Background: an optimization exercise with open tools, aiming at small area, a short achievable clock period and few clock cycles per item. Do not read the settings as production practice.
The RTL was checked by simulation tests, not by an equivalence proof against the original design.

== run D ==
// ieee754_mul_arb
module ieee754_mul_arb (
  input  logic        clk,
  input  logic        rst_n,
  input  logic        req0_valid,
  input  logic [31:0] req0_a,
  input  logic [31:0] req0_b,
  output logic        req0_ready,
  input  logic        req1_valid,
  input  logic [31:0] req1_a,
  input  logic [31:0] req1_b,
  output logic        req1_ready,
  output logic        rsp_valid,
  input  logic        rsp_ready,
  output logic        rsp_id,
  output logic [31:0] rsp_s,
  output logic        rsp_ovf,
  output logic        rsp_unf
);
For scale: ~2800 cells after synthesis, about 170 I/O pins.
clock: 10.5 ns
lec_check: 0
cap_margin: 20
core_margin: 2
core_utilization: 55
place_density: 0.72
slew_margin: 20
synth_hierarchical: 1
standard.sh (not shown) runs the stock make flow with config.mk's settings and CLKGATE_MAP_FILE= SYNTH_SCRIPT=/design/flow/synth_recipe.tcl, a recipe that flattens the netlist after the stock synthesis.
==> flow/flow/run.sh <==
#!/bin/bash
# The standard layout (standard.sh) with changes to how it is made, not to what it must meet
# (the clock and constraints are the design's):
#  - timing repair aims at a setup slack of SETUP_SLACK_MARGIN ns instead of the default;
#  - the buffers that every port gets are buf_1 cells instead of the default delay buffers;
#  - clock tree synthesis builds the tree from clkbuf_4 cells (clkbuf_16 at the root) and adds
#    no dummy loads.
# standard.sh's output goes to standard.log here; each ORFS step logs to orfs/logs/.
set -euo pipefail
export SETUP_SLACK_MARGIN=7.0
export BUFFER_PORTS_ARGS="-buffer_cell sky130_fd_sc_hd__buf_1"
export CTS_ARGS="-sink_clustering_enable -repair_clock_nets -dont_use_dummy_load -root_buf sky130_fd_sc_hd__clkbuf_16 -buf_list sky130_fd_sc_hd__clkbuf_4"
bash standard.sh > standard.log 2>&1
Testbench counts of run D, summed over its fixed seeds: cycles 4,120, items 4,096.
## Diff of input files: run K against run D
Settings: PLACE_DENSITY changed from 0.72 to 0.66; CORE_UTILIZATION changed from 55 to 50.
==> flow/flow/run.sh <==
#!/bin/bash
# The standard layout (standard.sh) with changes to how it is made, not to what it must meet
# (the clock and constraints are the design's):
#  - timing repair aims at a setup slack of SETUP_SLACK_MARGIN ns instead of the default;
#  - the buffers that every port gets are buf_2 cells instead of the default delay buffers;
#  - clock tree synthesis builds the tree from clkbuf_8 cells (clkbuf_16 at the root) and adds
#    no dummy loads.
# standard.sh's output goes to standard.log here; each ORFS step logs to orfs/logs/.
set -euo pipefail
export SETUP_SLACK_MARGIN=7.0
export BUFFER_PORTS_ARGS="-buffer_cell sky130_fd_sc_hd__buf_2"
export CTS_ARGS="-sink_clustering_enable -repair_clock_nets -dont_use_dummy_load -root_buf sky130_fd_sc_hd__clkbuf_16 -buf_list sky130_fd_sc_hd__clkbuf_8"
bash standard.sh > standard.log 2>&1
==> comparison <==
Run comparison: run D launch point of the worst path one1_q[7]$_DFFE_PN_; run K launch point of the worst path a1_q[11]$_DFFE_PN_
Utilization, run D and run K: larger value in run D
Compared with run D, in run K via count went down about 1.6%, portion of the layout cell area used by non-clock buffers went up 0.47 points, final critical delay including setup and external delays went up 0.035 ns, initial antenna violation count went up 2.
Looking only at cell count after placement, and setting everything else aside, the lower value of run D and run K goes to run D.

========
ieee754_mul_arb again, from the RTL that the note above started with.
clock: 10.5 ns
lec_check: 0
cap_margin: 20
core_margin: 2
core_utilization: 55
place_density: 0.72
slew_margin: 20
synth_hierarchical: 1
==> flow/flow/run.sh <==
#!/bin/bash
# The standard layout (standard.sh) with changes to how it is made, not to what it must meet
# (the clock and constraints are the design's):
#  - timing repair aims at a setup slack of SETUP_SLACK_MARGIN ns instead of the default;
#  - the buffers that every port gets are buf_2 cells instead of the default delay buffers;
#  - clock tree synthesis builds the tree from clkbuf_8 cells (clkbuf_16 at the root) and adds
#    no dummy loads.
# standard.sh's output goes to standard.log here; each ORFS step logs to orfs/logs/.
set -euo pipefail
export SETUP_SLACK_MARGIN=6.95
export BUFFER_PORTS_ARGS="-buffer_cell sky130_fd_sc_hd__buf_2"
export CTS_ARGS="-sink_clustering_enable -repair_clock_nets -dont_use_dummy_load -root_buf sky130_fd_sc_hd__clkbuf_16 -buf_list sky130_fd_sc_hd__clkbuf_8"
bash standard.sh > standard.log 2>&1
Testbench counts at the start, summed over its fixed seeds: cycles 4,120, items 4,096.
==> next run, changes <==
--- a/flow/flow/run.sh
+++ b/flow/flow/run.sh
@@ -9,3 +9,3 @@
 set -euo pipefail
-export SETUP_SLACK_MARGIN=6.95
+export SETUP_SLACK_MARGIN=7.0
 export BUFFER_PORTS_ARGS="-buffer_cell sky130_fd_sc_hd__buf_2"
Effect:
- The new run finished with timing, DRC and antenna clean
- die area does not change
- utilization went up by 0.24 points
- hold slack is about the same
- setup slack improved by 0.014 ns
- design area went up by 0.41%
- first-iteration DRC count went up by about 4.6%
- synthesized cell count stays the same
- cell count is about the same
- routed wire length went up by 0.39%

[static timing again, ports no longer ideal]
The flow's constraints put no driver on any port. The routed layouts listed below were extracted and timed again, unchanged, in two steps. Step 1: set_driving_cell puts a clkbuf_16 on clk and a buf_2 on each other input, an assumption about the parent block. Step 2 also shifts input and output timing later by t, the mid clock arrival at the registers, as if the neighbouring blocks saw the same clock. Slacks: ideal / step 1 / step 2; pairs: ideal / step 1.
run	t, ns	setup WS [ns]	worst setup path after step 2	clock arrival spread, ns	worst data-port slew with drivers (ns)
run D	0.589	7.092 / 7.092 / 6.774	input to register	0.056 / 0.057	0.05
run K	0.571	7.057 / 7.057 / 6.756	input to register	0.067 / 0.067	0.04
the first run of note 2	0.555	7.099 / 7.099 / 6.723	input to register	0.059 / 0.059	0.04
the second run of note 2	0.558	7.113 / 7.113 / 6.725	input to register	0.058 / 0.058	0.05
After both steps setup and hold are still met in every run listed. The setup slack of the second run of note 2, which loses most, moves by 0.000 ns with the drivers and by -0.388 ns with both steps.
